Background: an optimization exercise with open tools, aiming at small area, a short achievable clock period and few clock cycles per item. Do not read the settings as production practice. No run shown here included a check of the RTL's function; only the layout flow was run. Power is estimated from default activity; no workload was simulated.

==> flow/design.v (outline; a module is shown in full before it is edited, if it fits) <==
// module fp_mul_pipe: 2440 lines
// module fp_fa: 4 lines
// module fp_ha: 4 lines
module fp_mul_pipe
#(
  parameter int EXP_W = 8,
  parameter int MAN_W = 23,
  localparam int W = 1 + EXP_W + MAN_W
) (
  input  logic         clk,
  input  logic         reset,
  input  logic         in_valid,
  output logic         in_ready,
  input  logic         rnd_mode,
  input  logic [W-1:0] a,
  input  logic [W-1:0] b,
  output logic         out_valid,
  input  logic         out_ready,
  output logic [W-1:0] c,
  output logic         ovf,
  output logic         unf,
  output logic         inv
);
  // ...
==> flow/flow/run.sh <==
#!/bin/bash
# Layout flow: the standard ORFS flow (standard.sh, unchanged synthesis),
# with port buffers of a plain small buffer cell instead of the default
# choice, and timing repair allowed to change cell footprints.
set -euo pipefail
bash standard.sh \
  MATCH_CELL_FOOTPRINT=0 \
  BUFFER_PORTS_ARGS="-buffer_cell sky130_fd_sc_hd__buf_2" \
  finish > standard.log 2>&1
==> flow/standard.sh <==
#!/bin/bash
# synth_recipe.tcl (not shown) runs the flow's synth.tcl, then flattens the netlist and writes it again
# the make line also repeats each setting of config.mk as NAME=value (left out here)
make -C /OpenROAD-flow-scripts/flow DESIGN_CONFIG=/design/flow/config.mk WORK_HOME=/design/flow/orfs CLKGATE_MAP_FILE= SYNTH_SCRIPT=/design/flow/synth_recipe.tcl "${@:-finish}"
==> flow/config.mk <==
export PLATFORM = sky130hd
export DESIGN_NAME = fp_mul_pipe
export DESIGN_NICKNAME = fp_mul_pipe
export VERILOG_FILES = /design/flow/design.v
export SDC_FILE = /design/flow/constraint.sdc
export NUM_CORES = 4
export LEC_CHECK = 0
export ABC_AREA = 1
export CAP_MARGIN = 20
export CORE_MARGIN = 2
export CORE_UTILIZATION = 40
export CTS_BUF_LIST = sky130_fd_sc_hd__clkbuf_8 sky130_fd_sc_hd__clkbuf_16
export SETUP_SLACK_MARGIN = 3.7
export SLEW_MARGIN = 20
export SYNTH_HIERARCHICAL = 1
export SYNTH_MINIMUM_KEEP_SIZE = 0
==> flow/constraint.sdc <==
create_clock -name core_clock -period 8.5 [get_ports {clk}]
set_input_delay 1.7000 -clock core_clock [delete_from_list [all_inputs] [get_ports {clk}]]
set_output_delay 1.7000 -clock core_clock [all_outputs]
set_load 0.01 [all_outputs]
==> run notes, run 1 <==
- 232 um — floorplan die height
- 2597 — Post-layout nets
- 2088 — Syn Inst Count
- built — TritonCTS clock tree
- 4710 um — routed wl met3
- no timing/DRC/antenna violations — status
- 0 — number of buffers inserted for hold repair after clock tree synthesis
- 25600 um — Met2 Routed Length
- 4887 — final-layout fill cell count
- 41800 um — half-perimeter wire length of the detailed placement result
- 5.51 — vias per std cell
- 0.219 GHz — highest achievable clock rate
- 17 — clock buffers
- e0[0]$_DFFE_PP_ — Worst Hold Launch
- 106 — Top-Level Pins
- 0.00891 ns — worst clock skew
- 20.1 um — wire length per cell after detailed routing
- 0.983 ns — measured slew at the worst slew-check pin
- 2844 — number of cells in the finished layout apart from fillers
- am[18]$_DFFE_PP_ — CP Launch Point
- 15 — path depth of the worst reg2reg path
- 33.4% — met2 Use GR
- 0 — count of final max-slew check failures
- 13.0% — synthesized-area fraction occupied by xor and xnor cells
- 0.422 ns — minimum hold slack
- c_q — register with the highest flop count
- 179 — count of flip-flops and latches
- 0.392 mV — maximum vdd ir drop
- 15 — cell depth of the worst setup path
- 32 — number of flip-flops under the largest register name
- 4.57 ns — time the worst path needs with I/O delays and setup
- inv_1, buf_8, o22ai_1, xor2_1, fa_1, fa_1, fa_1, fa_1, fa_1, ha_1, a21oi_1, o21a_1, nor2_1, a211oi_1, o31ai_1 — Cell Chain, Critical Path
- 0.912 — routability congestion estimate from global placement
- 9.97 sq um — Post-Synthesis Mean Instance Area
- 7 — count of yosys warnings during synthesis
- 680 — number of well taps
- 40.5% — starting utilization of the core area
- 0 — number of antenna violations at the first check in global routing
- 0.0220 sq mm — standard cell area after detailed placement
- 62.2% — multi-input combinational area share
- 0 — Inserted Diodes
- 16.7% — power share of the sequential group
- 0.836 mW — clk pwr
==> run 2: changes to the inputs <==
--- a/flow/design.v
+++ b/flow/design.v
@@ -49,26 +49,2 @@
   logic [9:0] e0;
-  logic bo0;
-  logic bt0;
-  logic bo1;
-  logic bt1;
-  logic bo2;
-  logic bt2;
-  logic bo3;
-  logic bt3;
-  logic bo4;
-  logic bt4;
-  logic bo5;
-  logic bt5;
-  logic bo6;
-  logic bt6;
-  logic bo7;
-  logic bt7;
-  logic bo8;
-  logic bt8;
-  logic bo9;
-  logic bt9;
-  logic bo10;
-  logic bt10;
-  logic bo11;
-  logic bt11;
   assign en       = !vld2 | out_ready;
@@ -87,4 +63,4 @@
   end
-  logic bo0_d;
-  logic bt0_d;
+  logic bo0;
+  logic bt0;
   logic bn0;
@@ -116,4 +92,4 @@
   logic ns26;
-  logic bo1_d;
-  logic bt1_d;
+  logic bo1;
+  logic bt1;
   logic bn1;
@@ -145,4 +121,4 @@
   logic ns52;
-  logic bo2_d;
-  logic bt2_d;
+  logic bo2;
+  logic bt2;
   logic bn2;
@@ -174,4 +150,4 @@
   logic ns78;
-  logic bo3_d;
-  logic bt3_d;
+  logic bo3;
+  logic bt3;
   logic bn3;
@@ -203,4 +179,4 @@
   logic ns104;
-  logic bo4_d;
-  logic bt4_d;
+  logic bo4;
+  logic bt4;
   logic bn4;
@@ -232,4 +208,4 @@
   logic ns130;
-  logic bo5_d;
-  logic bt5_d;
+  logic bo5;
+  logic bt5;
   logic bn5;
@@ -261,4 +237,4 @@
   logic ns156;
-  logic bo6_d;
-  logic bt6_d;
+  logic bo6;
+  logic bt6;
   logic bn6;
@@ -290,4 +266,4 @@
   logic ns182;
-  logic bo7_d;
-  logic bt7_d;
+  logic bo7;
+  logic bt7;
   logic bn7;
@@ -319,4 +295,4 @@
   logic ns208;
-  logic bo8_d;
-  logic bt8_d;
+  logic bo8;
+  logic bt8;
   logic bn8;
@@ -348,4 +324,4 @@
   logic ns234;
-  logic bo9_d;
-  logic bt9_d;
+  logic bo9;
+  logic bt9;
   logic bn9;
@@ -377,4 +353,4 @@
   logic ns260;
-  logic bo10_d;
-  logic bt10_d;
+  logic bo10;
+  logic bt10;
   logic bn10;
@@ -406,4 +382,4 @@
   logic ns286;
-  logic bo11_d;
-  logic bt11_d;
+  logic bo11;
+  logic bt11;
   logic bn11;
@@ -1061,10 +1037,10 @@
   logic cp938;
-  logic cg939;
-  logic cp940;
-  logic cg941;
-  logic cp942;
-  logic cg943;
-  logic cp944;
-  logic cg945;
-  logic cp946;
+  logic pg939;
+  logic pq940;
+  logic pg941;
+  logic pq942;
+  logic pg943;
+  logic pq944;
+  logic pg945;
+  logic pq946;
   logic pg947;
@@ -1131,34 +1107,14 @@
   logic pq1008;
-  logic pg1009;
-  logic pq1010;
-  logic pg1011;
-  logic pq1012;
-  logic pg1013;
-  logic pq1014;
-  logic pg1015;
-  logic pq1016;
-  logic pg1017;
-  logic pq1018;
-  logic pg1019;
-  logic pq1020;
-  logic pg1021;
-  logic pq1022;
-  logic pg1023;
-  logic pq1024;
-  logic pg1025;
-  logic pq1026;
-  logic pg1027;
-  logic pq1028;
-  logic pg1029;
-  logic pq1030;
-  logic pg1031;
-  logic pq1032;
-  logic pg1033;
-  logic pq1034;
-  logic pg1035;
-  logic pq1036;
-  logic lo_c1037;
-  logic lo_st1038;
+  logic lo_c1009;
+  logic lo_st1010;
   logic r1_lc;
   logic r1_ls;
+  logic r1_18_0;
+  logic r1_18_1;
+  logic r1_19_0;
+  logic r1_19_1;
+  logic r1_20_0;
+  logic r1_20_1;
+  logic r1_21_0;
+  logic r1_21_1;
   logic r1_22_0;
@@ -1216,26 +1172,4 @@
   logic r1_48_0;
-  assign bo0_d = b[0] ^ 1'b0;
-  assign bt0_d = (b[1] & ~b[0] & ~1'b0) | (~b[1] & b[0] & 1'b0);
-  assign bo1_d = b[2] ^ b[1];
-  assign bt1_d = (b[3] & ~b[2] & ~b[1]) | (~b[3] & b[2] & b[1]);
-  assign bo2_d = b[4] ^ b[3];
-  assign bt2_d = (b[5] & ~b[4] & ~b[3]) | (~b[5] & b[4] & b[3]);
-  assign bo3_d = b[6] ^ b[5];
-  assign bt3_d = (b[7] & ~b[6] & ~b[5]) | (~b[7] & b[6] & b[5]);
-  assign bo4_d = b[8] ^ b[7];
-  assign bt4_d = (b[9] & ~b[8] & ~b[7]) | (~b[9] & b[8] & b[7]);
-  assign bo5_d = b[10] ^ b[9];
-  assign bt5_d = (b[11] & ~b[10] & ~b[9]) | (~b[11] & b[10] & b[9]);
-  assign bo6_d = b[12] ^ b[11];
-  assign bt6_d = (b[13] & ~b[12] & ~b[11]) | (~b[13] & b[12] & b[11]);
-  assign bo7_d = b[14] ^ b[13];
-  assign bt7_d = (b[15] & ~b[14] & ~b[13]) | (~b[15] & b[14] & b[13]);
-  assign bo8_d = b[16] ^ b[15];
-  assign bt8_d = (b[17] & ~b[16] & ~b[15]) | (~b[17] & b[16] & b[15]);
-  assign bo9_d = b[18] ^ b[17];
-  assign bt9_d = (b[19] & ~b[18] & ~b[17]) | (~b[19] & b[18] & b[17]);
-  assign bo10_d = b[20] ^ b[19];
-  assign bt10_d = (b[21] & ~b[20] & ~b[19]) | (~b[21] & b[20] & b[19]);
-  assign bo11_d = b[22] ^ b[21];
-  assign bt11_d = (1'b1 & ~b[22] & ~b[21]) | (~1'b1 & b[22] & b[21]);
+  assign bo0 = bm[0] ^ 1'b0;
+  assign bt0 = (bm[1] & ~bm[0] & ~1'b0) | (~bm[1] & bm[0] & 1'b0);
   assign bn0 = bm[1];
@@ -1267,2 +1201,4 @@
   assign ns26 = ~bn0;
+  assign bo1 = bm[2] ^ bm[1];
+  assign bt1 = (bm[3] & ~bm[2] & ~bm[1]) | (~bm[3] & bm[2] & bm[1]);
   assign bn1 = bm[3];
@@ -1294,2 +1230,4 @@
   assign ns52 = ~bn1;
+  assign bo2 = bm[4] ^ bm[3];
+  assign bt2 = (bm[5] & ~bm[4] & ~bm[3]) | (~bm[5] & bm[4] & bm[3]);
   assign bn2 = bm[5];
@@ -1321,2 +1259,4 @@
   assign ns78 = ~bn2;
+  assign bo3 = bm[6] ^ bm[5];
+  assign bt3 = (bm[7] & ~bm[6] & ~bm[5]) | (~bm[7] & bm[6] & bm[5]);
   assign bn3 = bm[7];
@@ -1348,2 +1288,4 @@
   assign ns104 = ~bn3;
+  assign bo4 = bm[8] ^ bm[7];
+  assign bt4 = (bm[9] & ~bm[8] & ~bm[7]) | (~bm[9] & bm[8] & bm[7]);
   assign bn4 = bm[9];
@@ -1375,2 +1317,4 @@
   assign ns130 = ~bn4;
+  assign bo5 = bm[10] ^ bm[9];
+  assign bt5 = (bm[11] & ~bm[10] & ~bm[9]) | (~bm[11] & bm[10] & bm[9]);
   assign bn5 = bm[11];
@@ -1402,2 +1346,4 @@
   assign ns156 = ~bn5;
+  assign bo6 = bm[12] ^ bm[11];
+  assign bt6 = (bm[13] & ~bm[12] & ~bm[11]) | (~bm[13] & bm[12] & bm[11]);
   assign bn6 = bm[13];
@@ -1429,2 +1375,4 @@
   assign ns182 = ~bn6;
+  assign bo7 = bm[14] ^ bm[13];
+  assign bt7 = (bm[15] & ~bm[14] & ~bm[13]) | (~bm[15] & bm[14] & bm[13]);
   assign bn7 = bm[15];
@@ -1456,2 +1404,4 @@
   assign ns208 = ~bn7;
+  assign bo8 = bm[16] ^ bm[15];
+  assign bt8 = (bm[17] & ~bm[16] & ~bm[15]) | (~bm[17] & bm[16] & bm[15]);
   assign bn8 = bm[17];
@@ -1483,2 +1433,4 @@
   assign ns234 = ~bn8;
+  assign bo9 = bm[18] ^ bm[17];
+  assign bt9 = (bm[19] & ~bm[18] & ~bm[17]) | (~bm[19] & bm[18] & bm[17]);
   assign bn9 = bm[19];
@@ -1510,2 +1462,4 @@
   assign ns260 = ~bn9;
+  assign bo10 = bm[20] ^ bm[19];
+  assign bt10 = (bm[21] & ~bm[20] & ~bm[19]) | (~bm[21] & bm[20] & bm[19]);
   assign bn10 = bm[21];
@@ -1537,2 +1491,4 @@
   assign ns286 = ~bn10;
+  assign bo11 = bm[22] ^ bm[21];
+  assign bt11 = (1'b1 & ~bm[22] & ~bm[21]) | (~1'b1 & bm[22] & bm[21]);
   assign bn11 = 1'b1;
@@ -1877,98 +1833,74 @@
   fp_ha u_cp938 (.a(fc842), .b(fs843), .s(cp938), .co(cg937));
-  fp_ha u_cp940 (.a(fc844), .b(fs845), .s(cp940), .co(cg939));
-  fp_ha u_cp942 (.a(fc846), .b(fs847), .s(cp942), .co(cg941));
-  fp_ha u_cp944 (.a(fc848), .b(fs849), .s(cp944), .co(cg943));
-  fp_ha u_cp946 (.a(fc850), .b(fs851), .s(cp946), .co(cg945));
-  assign pg947 = 1'b0 | (pp2 & cg905);
-  assign pq948 = pp2 & cp906;
-  assign pg949 = cg909 | (cp910 & cg907);
-  assign pq950 = cp910 & cp908;
-  assign pg951 = cg913 | (cp914 & cg911);
-  assign pq952 = cp914 & cp912;
-  assign pg953 = cg917 | (cp918 & cg915);
-  assign pq954 = cp918 & cp916;
-  assign pg955 = cg921 | (cp922 & cg919);
-  assign pq956 = cp922 & cp920;
-  assign pg957 = cg925 | (cp926 & cg923);
-  assign pq958 = cp926 & cp924;
-  assign pg959 = cg929 | (cp930 & cg927);
-  assign pq960 = cp930 & cp928;
-  assign pg961 = cg933 | (cp934 & cg931);
-  assign pq962 = cp934 & cp932;
-  assign pg963 = cg937 | (cp938 & cg935);
-  assign pq964 = cp938 & cp936;
-  assign pg965 = cg941 | (cp942 & cg939);
-  assign pq966 = cp942 & cp940;
-  assign pg967 = cg945 | (cp946 & cg943);
-  assign pq968 = cp946 & cp944;
-  assign pg969 = cg907 | (cp908 & pg947);
-  assign pq970 = cp908 & pq948;
-  assign pg971 = pg949 | (pq950 & pg947);
-  assign pq972 = pq950 & pq948;
-  assign pg973 = cg915 | (cp916 & pg951);
-  assign pq974 = cp916 & pq952;
-  assign pg975 = pg953 | (pq954 & pg951);
-  assign pq976 = pq954 & pq952;
-  assign pg977 = cg923 | (cp924 & pg955);
-  assign pq978 = cp924 & pq956;
-  assign pg979 = pg957 | (pq958 & pg955);
-  assign pq980 = pq958 & pq956;
-  assign pg981 = cg931 | (cp932 & pg959);
-  assign pq982 = cp932 & pq960;
-  assign pg983 = pg961 | (pq962 & pg959);
-  assign pq984 = pq962 & pq960;
-  assign pg985 = cg939 | (cp940 & pg963);
-  assign pq986 = cp940 & pq964;
-  assign pg987 = pg965 | (pq966 & pg963);
-  assign pq988 = pq966 & pq964;
-  assign pg989 = cg911 | (cp912 & pg971);
-  assign pq990 = cp912 & pq972;
-  assign pg991 = pg951 | (pq952 & pg971);
-  assign pq992 = pq952 & pq972;
-  assign pg993 = pg973 | (pq974 & pg971);
-  assign pq994 = pq974 & pq972;
-  assign pg995 = pg975 | (pq976 & pg971);
-  assign pq996 = pq976 & pq972;
-  assign pg997 = cg927 | (cp928 & pg979);
-  assign pq998 = cp928 & pq980;
-  assign pg999 = pg959 | (pq960 & pg979);
-  assign pq1000 = pq960 & pq980;
-  assign pg1001 = pg981 | (pq982 & pg979);
-  assign pq1002 = pq982 & pq980;
-  assign pg1003 = pg983 | (pq984 & pg979);
-  assign pq1004 = pq984 & pq980;
-  assign pg1005 = cg943 | (cp944 & pg987);
-  assign pq1006 = cp944 & pq988;
-  assign pg1007 = pg967 | (pq968 & pg987);
-  assign pq1008 = pq968 & pq988;
-  assign pg1009 = cg919 | (cp920 & pg995);
-  assign pq1010 = cp920 & pq996;
-  assign pg1011 = pg955 | (pq956 & pg995);
-  assign pq1012 = pq956 & pq996;
-  assign pg1013 = pg977 | (pq978 & pg995);
-  assign pq1014 = pq978 & pq996;
-  assign pg1015 = pg979 | (pq980 & pg995);
-  assign pq1016 = pq980 & pq996;
-  assign pg1017 = pg997 | (pq998 & pg995);
-  assign pq1018 = pq998 & pq996;
-  assign pg1019 = pg999 | (pq1000 & pg995);
-  assign pq1020 = pq1000 & pq996;
-  assign pg1021 = pg1001 | (pq1002 & pg995);
-  assign pq1022 = pq1002 & pq996;
-  assign pg1023 = pg1003 | (pq1004 & pg995);
-  assign pq1024 = pq1004 & pq996;
-  assign pg1025 = cg935 | (cp936 & pg1023);
-  assign pq1026 = cp936 & pq1024;
-  assign pg1027 = pg963 | (pq964 & pg1023);
-  assign pq1028 = pq964 & pq1024;
-  assign pg1029 = pg985 | (pq986 & pg1023);
-  assign pq1030 = pq986 & pq1024;
-  assign pg1031 = pg987 | (pq988 & pg1023);
-  assign pq1032 = pq988 & pq1024;
-  assign pg1033 = pg1005 | (pq1006 & pg1023);
-  assign pq1034 = pq1006 & pq1024;
-  assign pg1035 = pg1007 | (pq1008 & pg1023);
-  assign pq1036 = pq1008 & pq1024;
-  assign lo_c1037 = pg1035;
-  assign lo_st1038 = (cp906 ^ 1'b0) | (pp2 ^ (bn0 | pp1)) | (cp908 ^ pp2) | (cp910 ^ (hs813 | pp27)) | (cp912 ^ (hc814 | hs815)) | (cp914 ^ (hc816 | fs817)) | (cp916 ^ (fc818 | fs819)) | (cp918 ^ (fc820 | fs821)) | (cp920 ^ (fc822 | fs823)) | (cp922 ^ (fc824 | fs825)) | (cp924 ^ (fc826 | fs827)) | (cp926 ^ (fc828 | fs829)) | (cp928 ^ (fc830 | fs831)) | (cp930 ^ (fc832 | fs833)) | (cp932 ^ (fc834 | fs835)) | (cp934 ^ (fc836 | fs837)) | (cp936 ^ (fc838 | fs839)) | (cp938 ^ (fc840 | fs841)) | (cp940 ^ (fc842 | fs843)) | (cp942 ^ (fc844 | fs845)) | (cp944 ^ (fc846 | fs847)) | (cp946 ^ (fc848 | fs849));
+  assign pg939 = 1'b0 | (pp2 & cg905);
+  assign pq940 = pp2 & cp906;
+  assign pg941 = cg909 | (cp910 & cg907);
+  assign pq942 = cp910 & cp908;
+  assign pg943 = cg913 | (cp914 & cg911);
+  assign pq944 = cp914 & cp912;
+  assign pg945 = cg917 | (cp918 & cg915);
+  assign pq946 = cp918 & cp916;
+  assign pg947 = cg921 | (cp922 & cg919);
+  assign pq948 = cp922 & cp920;
+  assign pg949 = cg925 | (cp926 & cg923);
+  assign pq950 = cp926 & cp924;
+  assign pg951 = cg929 | (cp930 & cg927);
+  assign pq952 = cp930 & cp928;
+  assign pg953 = cg933 | (cp934 & cg931);
+  assign pq954 = cp934 & cp932;
+  assign pg955 = cg937 | (cp938 & cg935);
+  assign pq956 = cp938 & cp936;
+  assign pg957 = cg907 | (cp908 & pg939);
+  assign pq958 = cp908 & pq940;
+  assign pg959 = pg941 | (pq942 & pg939);
+  assign pq960 = pq942 & pq940;
+  assign pg961 = cg915 | (cp916 & pg943);
+  assign pq962 = cp916 & pq944;
+  assign pg963 = pg945 | (pq946 & pg943);
+  assign pq964 = pq946 & pq944;
+  assign pg965 = cg923 | (cp924 & pg947);
+  assign pq966 = cp924 & pq948;
+  assign pg967 = pg949 | (pq950 & pg947);
+  assign pq968 = pq950 & pq948;
+  assign pg969 = cg931 | (cp932 & pg951);
+  assign pq970 = cp932 & pq952;
+  assign pg971 = pg953 | (pq954 & pg951);
+  assign pq972 = pq954 & pq952;
+  assign pg973 = cg911 | (cp912 & pg959);
+  assign pq974 = cp912 & pq960;
+  assign pg975 = pg943 | (pq944 & pg959);
+  assign pq976 = pq944 & pq960;
+  assign pg977 = pg961 | (pq962 & pg959);
+  assign pq978 = pq962 & pq960;
+  assign pg979 = pg963 | (pq964 & pg959);
+  assign pq980 = pq964 & pq960;
+  assign pg981 = cg927 | (cp928 & pg967);
+  assign pq982 = cp928 & pq968;
+  assign pg983 = pg951 | (pq952 & pg967);
+  assign pq984 = pq952 & pq968;
+  assign pg985 = pg969 | (pq970 & pg967);
+  assign pq986 = pq970 & pq968;
+  assign pg987 = pg971 | (pq972 & pg967);
+  assign pq988 = pq972 & pq968;
+  assign pg989 = cg919 | (cp920 & pg979);
+  assign pq990 = cp920 & pq980;
+  assign pg991 = pg947 | (pq948 & pg979);
+  assign pq992 = pq948 & pq980;
+  assign pg993 = pg965 | (pq966 & pg979);
+  assign pq994 = pq966 & pq980;
+  assign pg995 = pg967 | (pq968 & pg979);
+  assign pq996 = pq968 & pq980;
+  assign pg997 = pg981 | (pq982 & pg979);
+  assign pq998 = pq982 & pq980;
+  assign pg999 = pg983 | (pq984 & pg979);
+  assign pq1000 = pq984 & pq980;
+  assign pg1001 = pg985 | (pq986 & pg979);
+  assign pq1002 = pq986 & pq980;
+  assign pg1003 = pg987 | (pq988 & pg979);
+  assign pq1004 = pq988 & pq980;
+  assign pg1005 = cg935 | (cp936 & pg1003);
+  assign pq1006 = cp936 & pq1004;
+  assign pg1007 = pg955 | (pq956 & pg1003);
+  assign pq1008 = pq956 & pq1004;
+  assign lo_c1009 = pg1007;
+  assign lo_st1010 = (cp906 ^ 1'b0) | (pp2 ^ (bn0 | pp1)) | (cp908 ^ pp2) | (cp910 ^ (hs813 | pp27)) | (cp912 ^ (hc814 | hs815)) | (cp914 ^ (hc816 | fs817)) | (cp916 ^ (fc818 | fs819)) | (cp918 ^ (fc820 | fs821)) | (cp920 ^ (fc822 | fs823)) | (cp922 ^ (fc824 | fs825)) | (cp924 ^ (fc826 | fs827)) | (cp926 ^ (fc828 | fs829)) | (cp928 ^ (fc830 | fs831)) | (cp930 ^ (fc832 | fs833)) | (cp932 ^ (fc834 | fs835)) | (cp934 ^ (fc836 | fs837)) | (cp936 ^ (fc838 | fs839)) | (cp938 ^ (fc840 | fs841));
   logic st_d, st0;
@@ -1988,26 +1920,2 @@
     st0 <= st_d;
-    bo0 <= bo0_d;
-    bt0 <= bt0_d;
-    bo1 <= bo1_d;
-    bt1 <= bt1_d;
-    bo2 <= bo2_d;
-    bt2 <= bt2_d;
-    bo3 <= bo3_d;
-    bt3 <= bt3_d;
-    bo4 <= bo4_d;
-    bt4 <= bt4_d;
-    bo5 <= bo5_d;
-    bt5 <= bt5_d;
-    bo6 <= bo6_d;
-    bt6 <= bt6_d;
-    bo7 <= bo7_d;
-    bt7 <= bt7_d;
-    bo8 <= bo8_d;
-    bt8 <= bt8_d;
-    bo9 <= bo9_d;
-    bt9 <= bt9_d;
-    bo10 <= bo10_d;
-    bt10 <= bt10_d;
-    bo11 <= bo11_d;
-    bt11 <= bt11_d;
   end
@@ -2022,4 +1930,12 @@
       e1    <= e0;
-      r1_lc <= lo_c1037;
+      r1_lc <= lo_c1009;
       r1_ls <= st0;
+      r1_18_0 <= fc844;
+      r1_18_1 <= fs845;
+      r1_19_0 <= fc846;
+      r1_19_1 <= fs847;
+      r1_20_0 <= fc848;
+      r1_20_1 <= fs849;
+      r1_21_0 <= fc850;
+      r1_21_1 <= fs851;
       r1_22_0 <= fc852;
@@ -2080,4 +1996,32 @@
   logic [47:0] px, py, prod;
-  assign px = {r1_47_0, r1_46_0, r1_45_0, r1_44_0, r1_43_0, r1_42_0, r1_41_0, r1_40_0, r1_39_0, r1_38_0, r1_37_0, r1_36_0, r1_35_0, r1_34_0, r1_33_0, r1_32_0, r1_31_0, r1_30_0, r1_29_0, r1_28_0, r1_27_0, r1_26_0, r1_25_0, r1_24_0, r1_23_0, r1_22_0, 1'b0, 1'b0, 1'b0, 1'b0, 1'b0, 1'b0, 1'b0, 1'b0, 1'b0, 1'b0, 1'b0, 1'b0, 1'b0, 1'b0, 1'b0, 1'b0, 1'b0, 1'b0, 1'b0, 1'b0, 1'b0, 1'b0};
-  assign py = {r1_47_1, r1_46_1, r1_45_1, r1_44_1, r1_43_1, r1_42_1, r1_41_1, r1_40_1, r1_39_1, r1_38_1, r1_37_1, r1_36_1, r1_35_1, r1_34_1, r1_33_1, r1_32_1, r1_31_1, r1_30_1, r1_29_1, r1_28_1, r1_27_1, r1_26_1, r1_25_1, r1_24_1, r1_23_1, r1_22_1, 1'b0, 1'b0, 1'b0, 1'b0, 1'b0, 1'b0, 1'b0, 1'b0, 1'b0, 1'b0, 1'b0, 1'b0, 1'b0, 1'b0, 1'b0, 1'b0, 1'b0, 1'b0, 1'b0, 1'b0, 1'b0, 1'b0};
+  assign px = {r1_47_0, r1_46_0, r1_45_0, r1_44_0, r1_43_0, r1_42_0, r1_41_0, r1_40_0, r1_39_0, r1_38_0, r1_37_0, r1_36_0, r1_35_0, r1_34_0, r1_33_0, r1_32_0, r1_31_0, r1_30_0, r1_29_0, r1_28_0, r1_27_0, r1_26_0, r1_25_0, r1_24_0, r1_23_0, r1_22_0, r1_21_0, r1_20_0, r1_19_0, r1_18_0, 1'b0, 1'b0, 1'b0, 1'b0, 1'b0, 1'b0, 1'b0, 1'b0, 1'b0, 1'b0, 1'b0, 1'b0, 1'b0, 1'b0, 1'b0, 1'b0, 1'b0, 1'b0};
+  assign py = {r1_47_1, r1_46_1, r1_45_1, r1_44_1, r1_43_1, r1_42_1, r1_41_1, r1_40_1, r1_39_1, r1_38_1, r1_37_1, r1_36_1, r1_35_1, r1_34_1, r1_33_1, r1_32_1, r1_31_1, r1_30_1, r1_29_1, r1_28_1, r1_27_1, r1_26_1, r1_25_1, r1_24_1, r1_23_1, r1_22_1, r1_21_1, r1_20_1, r1_19_1, r1_18_1, 1'b0, 1'b0, 1'b0, 1'b0, 1'b0, 1'b0, 1'b0, 1'b0, 1'b0, 1'b0, 1'b0, 1'b0, 1'b0, 1'b0, 1'b0, 1'b0, 1'b0, 1'b0};
+  logic cg1011;
+  logic cp1012;
+  logic cg1013;
+  logic cp1014;
+  logic cg1015;
+  logic cp1016;
+  logic cg1017;
+  logic cp1018;
+  logic cg1019;
+  logic cp1020;
+  logic cg1021;
+  logic cp1022;
+  logic cg1023;
+  logic cp1024;
+  logic cg1025;
+  logic cp1026;
+  logic cg1027;
+  logic cp1028;
+  logic cg1029;
+  logic cp1030;
+  logic cg1031;
+  logic cp1032;
+  logic cg1033;
+  logic cp1034;
+  logic cg1035;
+  logic cp1036;
+  logic cg1037;
+  logic cp1038;
   logic cg1039;
@@ -2114,22 +2058,22 @@
   logic cp1070;
-  logic cg1071;
-  logic cp1072;
-  logic cg1073;
-  logic cp1074;
-  logic cg1075;
-  logic cp1076;
-  logic cg1077;
-  logic cp1078;
-  logic cg1079;
-  logic cp1080;
-  logic cg1081;
-  logic cp1082;
-  logic cg1083;
-  logic cp1084;
-  logic cg1085;
-  logic cp1086;
-  logic cg1087;
-  logic cp1088;
-  logic cg1089;
-  logic cp1090;
+  logic pg1071;
+  logic pq1072;
+  logic pg1073;
+  logic pq1074;
+  logic pg1075;
+  logic pq1076;
+  logic pg1077;
+  logic pq1078;
+  logic pg1079;
+  logic pq1080;
+  logic pg1081;
+  logic pq1082;
+  logic pg1083;
+  logic pq1084;
+  logic pg1085;
+  logic pq1086;
+  logic pg1087;
+  logic pq1088;
+  logic pg1089;
+  logic pq1090;
   logic pg1091;
@@ -2218,8 +2162,8 @@
   logic pq1174;
-  logic pg1175;
-  logic pq1176;
-  logic pg1177;
-  logic pq1178;
-  logic pg1179;
-  logic pq1180;
+  logic hs_1175;
+  logic hs_1176;
+  logic hs_1177;
+  logic hs_1178;
+  logic hs_1179;
+  logic hs_1180;
   logic hs_1181;
@@ -2248,175 +2192,199 @@
   logic hs_1204;
-  logic hs_1205;
-  logic hs_1206;
-  fp_ha u_cp1040 (.a(r1_22_0), .b(r1_22_1), .s(cp1040), .co(cg1039));
-  fp_ha u_cp1042 (.a(r1_23_0), .b(r1_23_1), .s(cp1042), .co(cg1041));
-  fp_ha u_cp1044 (.a(r1_24_0), .b(r1_24_1), .s(cp1044), .co(cg1043));
-  fp_ha u_cp1046 (.a(r1_25_0), .b(r1_25_1), .s(cp1046), .co(cg1045));
-  fp_ha u_cp1048 (.a(r1_26_0), .b(r1_26_1), .s(cp1048), .co(cg1047));
-  fp_ha u_cp1050 (.a(r1_27_0), .b(r1_27_1), .s(cp1050), .co(cg1049));
-  fp_ha u_cp1052 (.a(r1_28_0), .b(r1_28_1), .s(cp1052), .co(cg1051));
-  fp_ha u_cp1054 (.a(r1_29_0), .b(r1_29_1), .s(cp1054), .co(cg1053));
-  fp_ha u_cp1056 (.a(r1_30_0), .b(r1_30_1), .s(cp1056), .co(cg1055));
-  fp_ha u_cp1058 (.a(r1_31_0), .b(r1_31_1), .s(cp1058), .co(cg1057));
-  fp_ha u_cp1060 (.a(r1_32_0), .b(r1_32_1), .s(cp1060), .co(cg1059));
-  fp_ha u_cp1062 (.a(r1_33_0), .b(r1_33_1), .s(cp1062), .co(cg1061));
-  fp_ha u_cp1064 (.a(r1_34_0), .b(r1_34_1), .s(cp1064), .co(cg1063));
-  fp_ha u_cp1066 (.a(r1_35_0), .b(r1_35_1), .s(cp1066), .co(cg1065));
-  fp_ha u_cp1068 (.a(r1_36_0), .b(r1_36_1), .s(cp1068), .co(cg1067));
-  fp_ha u_cp1070 (.a(r1_37_0), .b(r1_37_1), .s(cp1070), .co(cg1069));
-  fp_ha u_cp1072 (.a(r1_38_0), .b(r1_38_1), .s(cp1072), .co(cg1071));
-  fp_ha u_cp1074 (.a(r1_39_0), .b(r1_39_1), .s(cp1074), .co(cg1073));
-  fp_ha u_cp1076 (.a(r1_40_0), .b(r1_40_1), .s(cp1076), .co(cg1075));
-  fp_ha u_cp1078 (.a(r1_41_0), .b(r1_41_1), .s(cp1078), .co(cg1077));
-  fp_ha u_cp1080 (.a(r1_42_0), .b(r1_42_1), .s(cp1080), .co(cg1079));
-  fp_ha u_cp1082 (.a(r1_43_0), .b(r1_43_1), .s(cp1082), .co(cg1081));
-  fp_ha u_cp1084 (.a(r1_44_0), .b(r1_44_1), .s(cp1084), .co(cg1083));
-  fp_ha u_cp1086 (.a(r1_45_0), .b(r1_45_1), .s(cp1086), .co(cg1085));
-  fp_ha u_cp1088 (.a(r1_46_0), .b(r1_46_1), .s(cp1088), .co(cg1087));
-  fp_ha u_cp1090 (.a(r1_47_0), .b(r1_47_1), .s(cp1090), .co(cg1089));
-  assign pg1091 = cg1039 | (cp1040 & r1_lc);
-  assign pq1092 = cp1040 & 1'b0;
-  assign pg1093 = cg1043 | (cp1044 & cg1041);
-  assign pq1094 = cp1044 & cp1042;
-  assign pg1095 = cg1047 | (cp1048 & cg1045);
-  assign pq1096 = cp1048 & cp1046;
-  assign pg1097 = cg1051 | (cp1052 & cg1049);
-  assign pq1098 = cp1052 & cp1050;
-  assign pg1099 = cg1055 | (cp1056 & cg1053);
-  assign pq1100 = cp1056 & cp1054;
-  assign pg1101 = cg1059 | (cp1060 & cg1057);
-  assign pq1102 = cp1060 & cp1058;
-  assign pg1103 = cg1063 | (cp1064 & cg1061);
-  assign pq1104 = cp1064 & cp1062;
-  assign pg1105 = cg1067 | (cp1068 & cg1065);
-  assign pq1106 = cp1068 & cp1066;
-  assign pg1107 = cg1071 | (cp1072 & cg1069);
-  assign pq1108 = cp1072 & cp1070;
-  assign pg1109 = cg1075 | (cp1076 & cg1073);
-  assign pq1110 = cp1076 & cp1074;
-  assign pg1111 = cg1079 | (cp1080 & cg1077);
-  assign pq1112 = cp1080 & cp1078;
-  assign pg1113 = cg1083 | (cp1084 & cg1081);
-  assign pq1114 = cp1084 & cp1082;
-  assign pg1115 = cg1087 | (cp1088 & cg1085);
-  assign pq1116 = cp1088 & cp1086;
-  assign pg1117 = pg1093 | (pq1094 & pg1091);
-  assign pq1118 = pq1094 & pq1092;
-  assign pg1119 = pg1097 | (pq1098 & pg1095);
-  assign pq1120 = pq1098 & pq1096;
-  assign pg1121 = pg1101 | (pq1102 & pg1099);
-  assign pq1122 = pq1102 & pq1100;
-  assign pg1123 = pg1105 | (pq1106 & pg1103);
-  assign pq1124 = pq1106 & pq1104;
-  assign pg1125 = pg1109 | (pq1110 & pg1107);
-  assign pq1126 = pq1110 & pq1108;
-  assign pg1127 = pg1113 | (pq1114 & pg1111);
-  assign pq1128 = pq1114 & pq1112;
-  assign pg1129 = pg1119 | (pq1120 & pg1117);
-  assign pq1130 = pq1120 & pq1118;
-  assign pg1131 = pg1123 | (pq1124 & pg1121);
-  assign pq1132 = pq1124 & pq1122;
-  assign pg1133 = pg1127 | (pq1128 & pg1125);
-  assign pq1134 = pq1128 & pq1126;
-  assign pg1135 = pg1131 | (pq1132 & pg1129);
-  assign pq1136 = pq1132 & pq1130;
-  assign pg1137 = pg1133 | (pq1134 & pg1135);
-  assign pq1138 = pq1134 & pq1136;
-  assign pg1139 = pg1121 | (pq1122 & pg1129);
-  assign pq1140 = pq1122 & pq1130;
-  assign pg1141 = pg1125 | (pq1126 & pg1135);
-  assign pq1142 = pq1126 & pq1136;
-  assign pg1143 = pg1095 | (pq1096 & pg1117);
-  assign pq1144 = pq1096 & pq1118;
-  assign pg1145 = pg1099 | (pq1100 & pg1129);
-  assign pq1146 = pq1100 & pq1130;
-  assign pg1147 = pg1103 | (pq1104 & pg1139);
-  assign pq1148 = pq1104 & pq1140;
-  assign pg1149 = pg1107 | (pq1108 & pg1135);
-  assign pq1150 = pq1108 & pq1136;
-  assign pg1151 = pg1111 | (pq1112 & pg1141);
-  assign pq1152 = pq1112 & pq1142;
-  assign pg1153 = pg1115 | (pq1116 & pg1137);
-  assign pq1154 = pq1116 & pq1138;
-  assign pg1155 = cg1041 | (cp1042 & pg1091);
-  assign pq1156 = cp1042 & pq1092;
-  assign pg1157 = cg1045 | (cp1046 & pg1117);
-  assign pq1158 = cp1046 & pq1118;
-  assign pg1159 = cg1049 | (cp1050 & pg1143);
-  assign pq1160 = cp1050 & pq1144;
-  assign pg1161 = cg1053 | (cp1054 & pg1129);
-  assign pq1162 = cp1054 & pq1130;
-  assign pg1163 = cg1057 | (cp1058 & pg1145);
-  assign pq1164 = cp1058 & pq1146;
-  assign pg1165 = cg1061 | (cp1062 & pg1139);
-  assign pq1166 = cp1062 & pq1140;
-  assign pg1167 = cg1065 | (cp1066 & pg1147);
-  assign pq1168 = cp1066 & pq1148;
-  assign pg1169 = cg1069 | (cp1070 & pg1135);
-  assign pq1170 = cp1070 & pq1136;
-  assign pg1171 = cg1073 | (cp1074 & pg1149);
-  assign pq1172 = cp1074 & pq1150;
-  assign pg1173 = cg1077 | (cp1078 & pg1141);
-  assign pq1174 = cp1078 & pq1142;
-  assign pg1175 = cg1081 | (cp1082 & pg1151);
-  assign pq1176 = cp1082 & pq1152;
-  assign pg1177 = cg1085 | (cp1086 & pg1137);
-  assign pq1178 = cp1086 & pq1138;
-  assign pg1179 = cg1089 | (cp1090 & pg1153);
-  assign pq1180 = cp1090 & pq1154;
-  assign hs_1181 = cp1040 ^ r1_lc;
-  assign hs_1182 = cp1042 ^ pg1091;
-  assign hs_1183 = cp1044 ^ pg1155;
-  assign hs_1184 = cp1046 ^ pg1117;
-  assign hs_1185 = cp1048 ^ pg1157;
-  assign hs_1186 = cp1050 ^ pg1143;
-  assign hs_1187 = cp1052 ^ pg1159;
-  assign hs_1188 = cp1054 ^ pg1129;
-  assign hs_1189 = cp1056 ^ pg1161;
-  assign hs_1190 = cp1058 ^ pg1145;
-  assign hs_1191 = cp1060 ^ pg1163;
-  assign hs_1192 = cp1062 ^ pg1139;
-  assign hs_1193 = cp1064 ^ pg1165;
-  assign hs_1194 = cp1066 ^ pg1147;
-  assign hs_1195 = cp1068 ^ pg1167;
-  assign hs_1196 = cp1070 ^ pg1135;
-  assign hs_1197 = cp1072 ^ pg1169;
-  assign hs_1198 = cp1074 ^ pg1149;
-  assign hs_1199 = cp1076 ^ pg1171;
-  assign hs_1200 = cp1078 ^ pg1141;
-  assign hs_1201 = cp1080 ^ pg1173;
-  assign hs_1202 = cp1082 ^ pg1151;
-  assign hs_1203 = cp1084 ^ pg1175;
-  assign hs_1204 = cp1086 ^ pg1137;
-  assign hs_1205 = cp1088 ^ pg1177;
-  assign hs_1206 = cp1090 ^ pg1153;
+  fp_ha u_cp1012 (.a(r1_18_0), .b(r1_18_1), .s(cp1012), .co(cg1011));
+  fp_ha u_cp1014 (.a(r1_19_0), .b(r1_19_1), .s(cp1014), .co(cg1013));
+  fp_ha u_cp1016 (.a(r1_20_0), .b(r1_20_1), .s(cp1016), .co(cg1015));
+  fp_ha u_cp1018 (.a(r1_21_0), .b(r1_21_1), .s(cp1018), .co(cg1017));
+  fp_ha u_cp1020 (.a(r1_22_0), .b(r1_22_1), .s(cp1020), .co(cg1019));
+  fp_ha u_cp1022 (.a(r1_23_0), .b(r1_23_1), .s(cp1022), .co(cg1021));
+  fp_ha u_cp1024 (.a(r1_24_0), .b(r1_24_1), .s(cp1024), .co(cg1023));
+  fp_ha u_cp1026 (.a(r1_25_0), .b(r1_25_1), .s(cp1026), .co(cg1025));
+  fp_ha u_cp1028 (.a(r1_26_0), .b(r1_26_1), .s(cp1028), .co(cg1027));
+  fp_ha u_cp1030 (.a(r1_27_0), .b(r1_27_1), .s(cp1030), .co(cg1029));
+  fp_ha u_cp1032 (.a(r1_28_0), .b(r1_28_1), .s(cp1032), .co(cg1031));
+  fp_ha u_cp1034 (.a(r1_29_0), .b(r1_29_1), .s(cp1034), .co(cg1033));
+  fp_ha u_cp1036 (.a(r1_30_0), .b(r1_30_1), .s(cp1036), .co(cg1035));
+  fp_ha u_cp1038 (.a(r1_31_0), .b(r1_31_1), .s(cp1038), .co(cg1037));
+  fp_ha u_cp1040 (.a(r1_32_0), .b(r1_32_1), .s(cp1040), .co(cg1039));
+  fp_ha u_cp1042 (.a(r1_33_0), .b(r1_33_1), .s(cp1042), .co(cg1041));
+  fp_ha u_cp1044 (.a(r1_34_0), .b(r1_34_1), .s(cp1044), .co(cg1043));
+  fp_ha u_cp1046 (.a(r1_35_0), .b(r1_35_1), .s(cp1046), .co(cg1045));
+  fp_ha u_cp1048 (.a(r1_36_0), .b(r1_36_1), .s(cp1048), .co(cg1047));
+  fp_ha u_cp1050 (.a(r1_37_0), .b(r1_37_1), .s(cp1050), .co(cg1049));
+  fp_ha u_cp1052 (.a(r1_38_0), .b(r1_38_1), .s(cp1052), .co(cg1051));
+  fp_ha u_cp1054 (.a(r1_39_0), .b(r1_39_1), .s(cp1054), .co(cg1053));
+  fp_ha u_cp1056 (.a(r1_40_0), .b(r1_40_1), .s(cp1056), .co(cg1055));
+  fp_ha u_cp1058 (.a(r1_41_0), .b(r1_41_1), .s(cp1058), .co(cg1057));
+  fp_ha u_cp1060 (.a(r1_42_0), .b(r1_42_1), .s(cp1060), .co(cg1059));
+  fp_ha u_cp1062 (.a(r1_43_0), .b(r1_43_1), .s(cp1062), .co(cg1061));
+  fp_ha u_cp1064 (.a(r1_44_0), .b(r1_44_1), .s(cp1064), .co(cg1063));
+  fp_ha u_cp1066 (.a(r1_45_0), .b(r1_45_1), .s(cp1066), .co(cg1065));
+  fp_ha u_cp1068 (.a(r1_46_0), .b(r1_46_1), .s(cp1068), .co(cg1067));
+  fp_ha u_cp1070 (.a(r1_47_0), .b(r1_47_1), .s(cp1070), .co(cg1069));
+  assign pg1071 = cg1011 | (cp1012 & r1_lc);
+  assign pq1072 = cp1012 & 1'b0;
+  assign pg1073 = cg1015 | (cp1016 & cg1013);
+  assign pq1074 = cp1016 & cp1014;
+  assign pg1075 = cg1019 | (cp1020 & cg1017);
+  assign pq1076 = cp1020 & cp1018;
+  assign pg1077 = cg1023 | (cp1024 & cg1021);
+  assign pq1078 = cp1024 & cp1022;
+  assign pg1079 = cg1027 | (cp1028 & cg1025);
+  assign pq1080 = cp1028 & cp1026;
+  assign pg1081 = cg1031 | (cp1032 & cg1029);
+  assign pq1082 = cp1032 & cp1030;
+  assign pg1083 = cg1035 | (cp1036 & cg1033);
+  assign pq1084 = cp1036 & cp1034;
+  assign pg1085 = cg1039 | (cp1040 & cg1037);
+  assign pq1086 = cp1040 & cp1038;
+  assign pg1087 = cg1043 | (cp1044 & cg1041);
+  assign pq1088 = cp1044 & cp1042;
+  assign pg1089 = cg1047 | (cp1048 & cg1045);
+  assign pq1090 = cp1048 & cp1046;
+  assign pg1091 = cg1051 | (cp1052 & cg1049);
+  assign pq1092 = cp1052 & cp1050;
+  assign pg1093 = cg1055 | (cp1056 & cg1053);
+  assign pq1094 = cp1056 & cp1054;
+  assign pg1095 = cg1059 | (cp1060 & cg1057);
+  assign pq1096 = cp1060 & cp1058;
+  assign pg1097 = cg1063 | (cp1064 & cg1061);
+  assign pq1098 = cp1064 & cp1062;
+  assign pg1099 = cg1067 | (cp1068 & cg1065);
+  assign pq1100 = cp1068 & cp1066;
+  assign pg1101 = pg1073 | (pq1074 & pg1071);
+  assign pq1102 = pq1074 & pq1072;
+  assign pg1103 = pg1077 | (pq1078 & pg1075);
+  assign pq1104 = pq1078 & pq1076;
+  assign pg1105 = pg1081 | (pq1082 & pg1079);
+  assign pq1106 = pq1082 & pq1080;
+  assign pg1107 = pg1085 | (pq1086 & pg1083);
+  assign pq1108 = pq1086 & pq1084;
+  assign pg1109 = pg1089 | (pq1090 & pg1087);
+  assign pq1110 = pq1090 & pq1088;
+  assign pg1111 = pg1093 | (pq1094 & pg1091);
+  assign pq1112 = pq1094 & pq1092;
+  assign pg1113 = pg1097 | (pq1098 & pg1095);
+  assign pq1114 = pq1098 & pq1096;
+  assign pg1115 = pg1103 | (pq1104 & pg1101);
+  assign pq1116 = pq1104 & pq1102;
+  assign pg1117 = pg1107 | (pq1108 & pg1105);
+  assign pq1118 = pq1108 & pq1106;
+  assign pg1119 = pg1111 | (pq1112 & pg1109);
+  assign pq1120 = pq1112 & pq1110;
+  assign pg1121 = pg1117 | (pq1118 & pg1115);
+  assign pq1122 = pq1118 & pq1116;
+  assign pg1123 = pg1119 | (pq1120 & pg1121);
+  assign pq1124 = pq1120 & pq1122;
+  assign pg1125 = pg1105 | (pq1106 & pg1115);
+  assign pq1126 = pq1106 & pq1116;
+  assign pg1127 = pg1109 | (pq1110 & pg1121);
+  assign pq1128 = pq1110 & pq1122;
+  assign pg1129 = pg1113 | (pq1114 & pg1123);
+  assign pq1130 = pq1114 & pq1124;
+  assign pg1131 = pg1075 | (pq1076 & pg1101);
+  assign pq1132 = pq1076 & pq1102;
+  assign pg1133 = pg1079 | (pq1080 & pg1115);
+  assign pq1134 = pq1080 & pq1116;
+  assign pg1135 = pg1083 | (pq1084 & pg1125);
+  assign pq1136 = pq1084 & pq1126;
+  assign pg1137 = pg1087 | (pq1088 & pg1121);
+  assign pq1138 = pq1088 & pq1122;
+  assign pg1139 = pg1091 | (pq1092 & pg1127);
+  assign pq1140 = pq1092 & pq1128;
+  assign pg1141 = pg1095 | (pq1096 & pg1123);
+  assign pq1142 = pq1096 & pq1124;
+  assign pg1143 = pg1099 | (pq1100 & pg1129);
+  assign pq1144 = pq1100 & pq1130;
+  assign pg1145 = cg1013 | (cp1014 & pg1071);
+  assign pq1146 = cp1014 & pq1072;
+  assign pg1147 = cg1017 | (cp1018 & pg1101);
+  assign pq1148 = cp1018 & pq1102;
+  assign pg1149 = cg1021 | (cp1022 & pg1131);
+  assign pq1150 = cp1022 & pq1132;
+  assign pg1151 = cg1025 | (cp1026 & pg1115);
+  assign pq1152 = cp1026 & pq1116;
+  assign pg1153 = cg1029 | (cp1030 & pg1133);
+  assign pq1154 = cp1030 & pq1134;
+  assign pg1155 = cg1033 | (cp1034 & pg1125);
+  assign pq1156 = cp1034 & pq1126;
+  assign pg1157 = cg1037 | (cp1038 & pg1135);
+  assign pq1158 = cp1038 & pq1136;
+  assign pg1159 = cg1041 | (cp1042 & pg1121);
+  assign pq1160 = cp1042 & pq1122;
+  assign pg1161 = cg1045 | (cp1046 & pg1137);
+  assign pq1162 = cp1046 & pq1138;
+  assign pg1163 = cg1049 | (cp1050 & pg1127);
+  assign pq1164 = cp1050 & pq1128;
+  assign pg1165 = cg1053 | (cp1054 & pg1139);
+  assign pq1166 = cp1054 & pq1140;
+  assign pg1167 = cg1057 | (cp1058 & pg1123);
+  assign pq1168 = cp1058 & pq1124;
+  assign pg1169 = cg1061 | (cp1062 & pg1141);
+  assign pq1170 = cp1062 & pq1142;
+  assign pg1171 = cg1065 | (cp1066 & pg1129);
+  assign pq1172 = cp1066 & pq1130;
+  assign pg1173 = cg1069 | (cp1070 & pg1143);
+  assign pq1174 = cp1070 & pq1144;
+  assign hs_1175 = cp1012 ^ r1_lc;
+  assign hs_1176 = cp1014 ^ pg1071;
+  assign hs_1177 = cp1016 ^ pg1145;
+  assign hs_1178 = cp1018 ^ pg1101;
+  assign hs_1179 = cp1020 ^ pg1147;
+  assign hs_1180 = cp1022 ^ pg1131;
+  assign hs_1181 = cp1024 ^ pg1149;
+  assign hs_1182 = cp1026 ^ pg1115;
+  assign hs_1183 = cp1028 ^ pg1151;
+  assign hs_1184 = cp1030 ^ pg1133;
+  assign hs_1185 = cp1032 ^ pg1153;
+  assign hs_1186 = cp1034 ^ pg1125;
+  assign hs_1187 = cp1036 ^ pg1155;
+  assign hs_1188 = cp1038 ^ pg1135;
+  assign hs_1189 = cp1040 ^ pg1157;
+  assign hs_1190 = cp1042 ^ pg1121;
+  assign hs_1191 = cp1044 ^ pg1159;
+  assign hs_1192 = cp1046 ^ pg1137;
+  assign hs_1193 = cp1048 ^ pg1161;
+  assign hs_1194 = cp1050 ^ pg1127;
+  assign hs_1195 = cp1052 ^ pg1163;
+  assign hs_1196 = cp1054 ^ pg1139;
+  assign hs_1197 = cp1056 ^ pg1165;
+  assign hs_1198 = cp1058 ^ pg1123;
+  assign hs_1199 = cp1060 ^ pg1167;
+  assign hs_1200 = cp1062 ^ pg1141;
+  assign hs_1201 = cp1064 ^ pg1169;
+  assign hs_1202 = cp1066 ^ pg1129;
+  assign hs_1203 = cp1068 ^ pg1171;
+  assign hs_1204 = cp1070 ^ pg1143;
   logic st_lo_zd;
   assign st_lo_zd = r1_ls;
-  assign prod[21:0] = '0;
-  assign prod[22] = hs_1181;
-  assign prod[23] = hs_1182;
-  assign prod[24] = hs_1183;
-  assign prod[25] = hs_1184;
-  assign prod[26] = hs_1185;
-  assign prod[27] = hs_1186;
-  assign prod[28] = hs_1187;
-  assign prod[29] = hs_1188;
-  assign prod[30] = hs_1189;
-  assign prod[31] = hs_1190;
-  assign prod[32] = hs_1191;
-  assign prod[33] = hs_1192;
-  assign prod[34] = hs_1193;
-  assign prod[35] = hs_1194;
-  assign prod[36] = hs_1195;
-  assign prod[37] = hs_1196;
-  assign prod[38] = hs_1197;
-  assign prod[39] = hs_1198;
-  assign prod[40] = hs_1199;
-  assign prod[41] = hs_1200;
-  assign prod[42] = hs_1201;
-  assign prod[43] = hs_1202;
-  assign prod[44] = hs_1203;
-  assign prod[45] = hs_1204;
-  assign prod[46] = hs_1205;
-  assign prod[47] = hs_1206;
+  assign prod[17:0] = '0;
+  assign prod[18] = hs_1175;
+  assign prod[19] = hs_1176;
+  assign prod[20] = hs_1177;
+  assign prod[21] = hs_1178;
+  assign prod[22] = hs_1179;
+  assign prod[23] = hs_1180;
+  assign prod[24] = hs_1181;
+  assign prod[25] = hs_1182;
+  assign prod[26] = hs_1183;
+  assign prod[27] = hs_1184;
+  assign prod[28] = hs_1185;
+  assign prod[29] = hs_1186;
+  assign prod[30] = hs_1187;
+  assign prod[31] = hs_1188;
+  assign prod[32] = hs_1189;
+  assign prod[33] = hs_1190;
+  assign prod[34] = hs_1191;
+  assign prod[35] = hs_1192;
+  assign prod[36] = hs_1193;
+  assign prod[37] = hs_1194;
+  assign prod[38] = hs_1195;
+  assign prod[39] = hs_1196;
+  assign prod[40] = hs_1197;
+  assign prod[41] = hs_1198;
+  assign prod[42] = hs_1199;
+  assign prod[43] = hs_1200;
+  assign prod[44] = hs_1201;
+  assign prod[45] = hs_1202;
+  assign prod[46] = hs_1203;
+  assign prod[47] = hs_1204;
   logic ovf_0, ovf_1, unf_0, unf_1;
--- a/flow/config.mk
+++ b/flow/config.mk
@@ -12,3 +12,3 @@
 export CTS_BUF_LIST = sky130_fd_sc_hd__clkbuf_8 sky130_fd_sc_hd__clkbuf_16
-export SETUP_SLACK_MARGIN = 3.7
+export SETUP_SLACK_MARGIN = 3.85
 export SLEW_MARGIN = 20
==> run notes, run 2 <==
- no timing/DRC/antenna violations — status
- 0 — DRC violation count after routing
- true — unrepaired setup endpoints after global routing
- 0.219 GHz — highest achievable clock rate, +0.20%
- 0 — number of nets with antenna violations after detailed routing
- sky130_fd_sc_hd__xor2_1 — most common library cell in the layout ignoring fill and taps
- 25.8% — part of the Yosys area used for sequential elements
- am[8]$_DFFE_PP_ — startpoint of the worst-slack reg-to-reg timing path
- sky130_fd_sc_hd__fa_1 — most prevalent standard cell on the critical path
- 10.2 sq um — Post-Synthesis Mean Instance Area, +2.4%
- sky130_fd_sc_hd__fa_1 — Yosys top cell by area
- 0.0501 sq mm — Core Footprint
- 17 — TritonCTS Buffers
- 0 — Inserted Diodes, unchanged
- 1 — Crit path buffers/inverters
- sky130_fd_sc_hd__xor2_1, sky130_fd_sc_hd__o22ai_1, sky130_fd_sc_hd__fa_1 — commonest cells in the netlist
- 0.0525 sq mm — die area
- 0 — number of antenna violations at the first check in global routing, unchanged
- 106 — Top-Level Pins, unchanged
- 87 — largest net degree at the start of global routing
- 0.907 — routability congestion estimate from global placement, -0.53%
- 6 — Detailed Routing Iterations Pass 1
- 0.49 ns — clock network latency to the later pin of the worst-skew pair
- 20.7 um — wire length per cell after detailed routing, +3.0%
- 8.7% — clock group share of total power
- 15300 — vias in the first global route
- 0.0203 sq mm — mapped cell area
- 44.7% — Final Util
- 229 um — x dimension of the die
- 0.55 ns — slowest stage delay, CP
- 0.204 mV — maximum vdd ir drop, -48%
- am[8]$_DFFE_PP_ — CP Launch Point
- 0 — Maximum Capacitance Violations
- built — TritonCTS clock tree
- 0 — count of final max-slew check failures, unchanged
- 105 — count of buffers from port buffering
- 56100 um — Final Routed Wirelength
- 26.9% — worst-case headroom to the max-slew limit
- 4.93 mW — Internal Power
- 5.58 — vias per std cell, +1.3%
- 7 — count of yosys warnings during synthesis, unchanged
- 175 — number of sinks on the clock net
- c_q — register with the highest flop count
- 0.0250 ns — worst clock skew, +0.0161 ns
- 1348 — number of DRC markers after the initial detailed-route iteration
- 0% — share of async-settable or async-resettable flops after synthesis
- 4.56 ns — time the worst path needs with I/O delays and setup, -0.00921 ns
- 49 — Distinct cells, synth
- 40.5% — starting utilization of the core area, about the same
- c_q x32, am x23, bm x23 — largest registers ranked by flip-flop count
- clkinvlp_4, o22ai_1, xor2_1, fa_1, fa_1, fa_1, fa_1, ha_1, a21oi_1, o21ai_0, o311ai_1, nand2_1 — Cell Chain, Critical Path
- sky130_fd_sc_hd__clkbuf_16 — Clk Tree Root Cell
- 73.0% — fraction of power consumed by combinational cells
- 18.3% — power share of the sequential group, +1.6 points
- 15100 — via count
- 0 — number of buffers inserted for hold repair after clock tree synthesis, unchanged
- 32 — number of flip-flops under the largest register name, unchanged
- 2 — CTS Buffer Depth
- 172 — Post-synth EDFFs
- sky130_fd_sc_hd__clkinvlp_4 — Worst path slowest cell
- sky130_fd_sc_hd__xor2_1 — top-count cell post-synth
- 4.80 ns — Data arrival, critical path
- 420 mW/mm^2 — ratio of total power to cell area
- 0 — Hold Violations, Final
- register — Critical Path End Type
- 10.5% — layout overhead on the synthesized area
- 4.48 mW — net switching power
- 87600 um — wire length of the first global-routing pass
- 1985 — Syn Inst Count, -4.9%
- 2473 — Post-layout nets, -4.8%
- 0 — global route overflow
- register to register — kind of path behind the tightest hold check
- 82 — std cell rows
- 1.10 ns — measured slew at the worst slew-check pin, +0.113 ns
- 4 — CTS H-tree depth
- 175 — flip-flop and latch count after synthesis
- sky130_fd_sc_hd__fa_1, sky130_fd_sc_hd__edfxtp_1, sky130_fd_sc_hd__xor2_1 — dominant cells by area after synthesis
- adder cells — kind of cell adding the most delay to the critical path
- 21.5% — GR Util All Layers
- 8.74 ns — data required time of the worst path
- 0.09 ns — CTS clock-pin slew for the worst setup and hold paths
- 2713 — number of cells in the finished layout apart from fillers, -4.6%
- 14.1% — fraction of final layout cells with drive strength greater than 1
- 40800 um — half-perimeter wire length of the detailed placement result, -2.5%
- 26.2% — share of the synthesized area in the top cell type
- 24 — CP max FO
- register to register — type of the worst setup path
- e0[6]$_DFFE_PP_ — Worst Hold Launch
- 229 um — floorplan die height, -1.3%
- 2669 — number of instances in the placed design
- 53.7% — share of the clock period used by the worst path
- sky130_fd_sc_hd__xor2_1, sky130_fd_sc_hd__fa_1, sky130_fd_sc_hd__o22ai_1 — top library cells by usage in the layout, fill and taps aside
- 0 ns — sum of negative setup slack
- register — nature of the critical path startpoint
- 47.6% — Net Sw Frac
- 0 — Setup-failing EPs final
- 9.38 nW — Leak Pwr
- sky130_fd_sc_hd__edfxtp_1 — Post-synth top flop
[run 2: path summary, 6_finish.rpt]
check	endpoint	slack, ns	cells after the start
min	e1[6]$_DFFE_PP_	0.42	0
max reg2reg	r1_lc$_DFFE_PP_	3.94	12
min reg2reg	e1[6]$_DFFE_PP_	0.42	0
max	r1_lc$_DFFE_PP_	3.94	12
[run 2: through the flow]
step | worst slack, ns | total power, mW | area (sq um) | hold WS, ns
2_1_floorplan | 3.01 | 6.77 | 20300 | 0.400
3_3_place_gp | 3.05 | 8.40 | 21400 | 0.407
3_5_place_dp | 3.04 | 8.55 | 21400 | 0.405
4_1_cts | 3.70 | 9.41 | 22100 | 0.420
5_1_grt | 3.70 | 10.5 | 22400 | 0.423
6_report | 3.94 | 9.42 | 22400 | 0.421
[run 2: cell type report]
type                       instances  area, sq um
timing repair inverter             2         12.5
fill                            4809        27700
timing repair buffer             146          926
clock buffer                      17          425
tap                              672          841
sequential                       175         5230
inverter                         170          677
multi-input combinational       1516        14100
clock inverter                    15          185
[run 2: worst reg2reg max path, stage by stage, from the launching register on]
cell,delay [ns]
sky130_fd_sc_hd__edfxtp_1,0.42
sky130_fd_sc_hd__clkinvlp_4,0.55
sky130_fd_sc_hd__o22ai_1,0.39
sky130_fd_sc_hd__xor2_1,0.23
sky130_fd_sc_hd__fa_1,0.47
sky130_fd_sc_hd__fa_1,0.41
sky130_fd_sc_hd__fa_1,0.54
sky130_fd_sc_hd__fa_1,0.42
sky130_fd_sc_hd__ha_1,0.32
sky130_fd_sc_hd__a21oi_1,0.16
sky130_fd_sc_hd__o21ai_0,0.10
sky130_fd_sc_hd__o311ai_1,0.24
sky130_fd_sc_hd__nand2_1,0.09
[run 2: Yosys stat by module, one instance, submodules excluded]
module	cells	cell area (sq um)
fp_mul_pipe	1642	14000
fp_ha	1	12.5
fp_fa	1	20.0
[run 2: timing repair]
| action | CTS | global route |
|---|---|---|
| gates cloned | 1 | 5 |
| pin swaps | 0 | 5 |
| resized for setup | 24 | 49 |
| endpoints found under the setup margin | 64 | 62 |
| setup buffers | 3 | 2 |
[run 2: cells by family (layout without fill, tap and decap cells)]
kind of cell	count (synthesis)	after routing	synth area share (%)
fa+ha+maj	376	376	33.0
buf+inv	309	350	6.06
simple gates	463	467	11.1
flops	175	175	25.8
other cells	2	13	0.0370
xor+xnor	307	307	13.3
compound gates	353	353	10.8
[run 2: per-layer routing]
| layer | global-route usage (%) | vias to the layer above | wire length [um] |
|---|---|---|---|
| li1 | - | 6856 | - |
| met1 | 30.9 | 7484 | 25100 |
| met2 | 32.4 | 715 | 24900 |
| met3 | 4.06 | 87 | 4600 |
| met4 | 7.87 | 0 | 1510 |
| met5 | 0 | - | 0 |
[run 2: power groups by stage]
stage                     combinational [mW]  clock, mW  sequential [mW]
after floorplan                         5.01          0             1.76
after global routing                    7.90      0.873             1.75
after detailed placement                6.80          0             1.75
after global placement                  6.66          0             1.74
final                                   6.87      0.819             1.72
after CTS                               6.84      0.848             1.73
==> run 3: changes to the inputs <==
--- a/flow/flow/run.sh
+++ b/flow/flow/run.sh
@@ -7,2 +7,3 @@
   MATCH_CELL_FOOTPRINT=0 \
+  REMOVE_ABC_BUFFERS=1 \
   BUFFER_PORTS_ARGS="-buffer_cell sky130_fd_sc_hd__buf_2" \
==> run notes, run 3 <==
- no timing/DRC/antenna violations — status
- 22.0% — GR Util All Layers, +0.47 points
- 10.2 sq um — Post-Synthesis Mean Instance Area, unchanged
- 6 — Detailed Routing Iterations Pass 1, unchanged
- 10.6% — layout overhead on the synthesized area
- sky130_fd_sc_hd__edfxtp_1 — Post-synth top flop
- 17 — TritonCTS Buffers, unchanged
- sky130_fd_sc_hd__fa_1, sky130_fd_sc_hd__edfxtp_1, sky130_fd_sc_hd__xor2_1 — dominant cells by area after synthesis
- register — Critical Path End Type
- 4.83 ns — Data arrival, critical path, +0.03 ns
- 3.91 ns — worst reg2reg setup slack, -0.03 ns
- sky130_fd_sc_hd__clkbuf_16 — Clk Tree Root Cell
- 0.0525 sq mm — die area, unchanged
- 0.50 ns — clock network latency to the later pin of the worst-skew pair, about the same
- 229 um — floorplan die height, unchanged
- c_q x32, am x23, bm x23 — largest registers ranked by flip-flop count
- 175 — number of sinks on the clock net, unchanged
- 106 — Top-Level Pins, unchanged
- 229 um — x dimension of the die, unchanged
- 54.0% — share of the clock period used by the worst path, +0.37 points
- 1.03 ns — measured slew at the worst slew-check pin, -0.0652 ns
- 9.41 nW — Leak Pwr, +0.37%
- sky130_fd_sc_hd__xor2_1, sky130_fd_sc_hd__o22ai_1, sky130_fd_sc_hd__fa_1 — commonest cells in the netlist
- 0.0501 sq mm — Core Footprint, unchanged
- 4 — CTS H-tree depth, unchanged
- 15400 — vias in the first global route, +0.94%
- 0 — count of final max-slew check failures, unchanged
- 1985 — Syn Inst Count, unchanged
- 2477 — Post-layout nets, +0.16%
- sky130_fd_sc_hd__fa_1 — most prevalent standard cell on the critical path
- 0 — global route overflow, unchanged
- true — unrepaired setup endpoints after global routing
- 82 — std cell rows, unchanged
- sky130_fd_sc_hd__xor2_1, sky130_fd_sc_hd__o22ai_1, sky130_fd_sc_hd__fa_1 — top library cells by usage in the layout, fill and taps aside
- 0 — number of antenna violations at the first check in global routing, unchanged
- 0.216 mV — maximum vdd ir drop, +5.7%
- 105 — count of buffers from port buffering, unchanged
- 0 — Maximum Capacitance Violations, unchanged
- 9.56 mW — total power, +1.5%
- 0 — number of buffers inserted for hold repair after clock tree synthesis, unchanged
- 27 — CP max FO, +13%
- 4.59 ns — time the worst path needs with I/O delays and setup, +0.0312 ns
- 89300 um — wire length of the first global-routing pass, +1.9%
- 7 — count of yosys warnings during synthesis, unchanged
- register to register — type of the worst setup path
- 172 — Post-synth EDFFs, unchanged
- 0.218 GHz — highest achievable clock rate, -0.68%
- 0% — share of async-settable or async-resettable flops after synthesis, unchanged
- 0.0203 sq mm — mapped cell area, unchanged
- 14.0% — fraction of final layout cells with drive strength greater than 1, -0.13 points
- sky130_fd_sc_hd__ha_1 — Worst path slowest cell
- 15100 — via count, -0.0066%
- buf_6, inv_1, ha_1, clkinvlp_2, o22ai_1, inv_1, fa_1, fa_1, fa_1, fa_1 — Cell Chain, Critical Path
- 0 — number of nets with antenna violations after detailed routing, unchanged
- 40.5% — starting utilization of the core area, unchanged
- built — TritonCTS clock tree
- 1268 — number of DRC markers after the initial detailed-route iteration, -5.9%
- 0.09 ns — CTS clock-pin slew for the worst setup and hold paths, about the same
- 26.2% — share of the synthesized area in the top cell type, unchanged
- 0 ns — sum of negative setup slack, unchanged
- 0 — Setup-failing EPs final, unchanged
- 426 mW/mm^2 — ratio of total power to cell area, +1.4%
- 4762 — final-layout fill cell count, -0.98%
- 31.2% — worst-case headroom to the max-slew limit, +4.4 points
- 0.59 ns — slowest stage delay, CP, +0.04 ns
- 21.2 um — wire length per cell after detailed routing, +2.6%
- 0.0236 ns — worst clock skew, -0.00137 ns
- 70 — largest net degree at the start of global routing, -20%
- 0.882 — routability congestion estimate from global placement, -2.8%
- 8.74 ns — data required time of the worst path, about the same
- register — nature of the critical path startpoint
-- run 3: cell counts after synthesis --
Identical to the previous run, type by type.
-- run 3: cell type report --
type | count | area [sq um] | area share, %
Clock buffer | 17 | 425 | 1.90
Inverter | 170 | 671 | 2.99
Multi-Input combinational cell | 1515 | 14000 | 62.7
Antenna cell | 1 | 2.50 | 0.0112
Timing Repair inverter | 4 | 20.0 | 0.0893
Timing Repair Buffer | 149 | 995 | 4.44
Tap cell | 672 | 841 | 3.75
Sequential cell | 175 | 5230 | 23.3
Clock inverter | 15 | 191 | 0.854
-- run 3: kinds of logic after synthesis --
kind of cell	Yosys count	synth area share (%)
and+or+nand+nor	463	11.1
buffers and inverters	309	6.06
other	2	0.0370
adders and majority gates	376	33.0
AOI/OAI and AO/OA	353	10.8
DFF	175	25.8
xor gates and xnor gates	307	13.3
-- run 3: per-module statistics from Yosys (local to each module, per instance) --
module | cells inside | area [sq um]
fp_mul_pipe | 1642 | 14000
fp_fa | 1 | 20.0
fp_ha | 1 | 12.5
-- run 3: critical path, delay by kind of cell, from the launching register on --
family | cells | cell delay (ns)
adders and majority gates | 5 | 2.47
buffers and inverters | 4 | 1.15
DFF | 1 | 0.35
AOI/OAI and AO/OA | 1 | 0.31
-- run 3: stage by stage --
| stage | std cells | util [%] | setup WS (ns) | hold WS, ns |
|---|---|---|---|---|
| 2_1_floorplan | 1857 | - | 1.62 | 0.400 |
| 3_3_place_gp | 2672 | 42.7 | 2.93 | 0.401 |
| 3_5_place_dp | 2672 | 42.7 | 2.93 | 0.406 |
| 4_1_cts | 2706 | 44.2 | 3.77 | 0.423 |
| 5_1_grt | 2717 | 44.8 | 3.72 | 0.423 |
| 6_report | 2718 | 44.8 | 3.91 | 0.420 |
-- run 3: final timing paths --
check | cells after the start | start | to
hold reg to reg | 0 | e0[5]$_DFFE_PP_ | e1[5]$_DFFE_PP_
hold / removal | 0 | e0[5]$_DFFE_PP_ | e1[5]$_DFFE_PP_
setup / recovery | 10 | bm[21]$_DFFE_PP_ | r1_36_1$_DFFE_PP_
setup reg to reg | 10 | bm[21]$_DFFE_PP_ | r1_36_1$_DFFE_PP_
-- run 3: power by group --
| group | leakage, nW | total, mW | internal (mW) | switching, mW |
|---|---|---|---|---|
| logic | 7.28 | 7.00 | 2.90 | 4.10 |
| registers | 1.83 | 1.72 | 1.62 | 0.0987 |
| clock network | 0.303 | 0.842 | 0.426 | 0.417 |
| total | 9.41 | 9.56 | 4.95 | 4.61 |
-- run 3: repair_timing --
item | 4_1_cts | 5_1_grt
buffers inserted | 1 | 3
setup endpoints to repair | 62 | 58
gates resized for setup | 28 | 46
cloned | 1 | 8
pin swaps | 0 | 4
-- run 3: layer usage --
metal	vias to the layer above	track usage (%)	wire [um]
li1	6856	-	-
met1	7468	30.0	25400
met2	709	34.5	26200
met3	108	5.07	4770
met4	0	7.39	1390
met5	-	0	0

separate check: timing with driven ports:
The flow's constraints put no driver on any port. The routed layouts listed below were extracted and timed again, unchanged, in two steps. Step 1 assumes that a clkbuf_16 drives the clock port and a buf_2 every other input. Step 2, shift: input delay + t, output delay - t, t = (earliest + latest rising clock arrival at the registers) / 2. This alone moves slack from input paths to output paths. a / b / c = ideal ports / drivers / drivers and shift; a / b = the first two.
| run | shift t [ns] | setup WS [ns] |
|---|---|---|
| run 1 | 0.526 | 3.930 / 3.930 / 3.930 |
| run 2 | 0.535 | 3.939 / 3.939 / 3.939 |
| run 3 | 0.544 | 3.908 / 3.908 / 3.908 |
After both steps setup and hold are still met in every run listed.
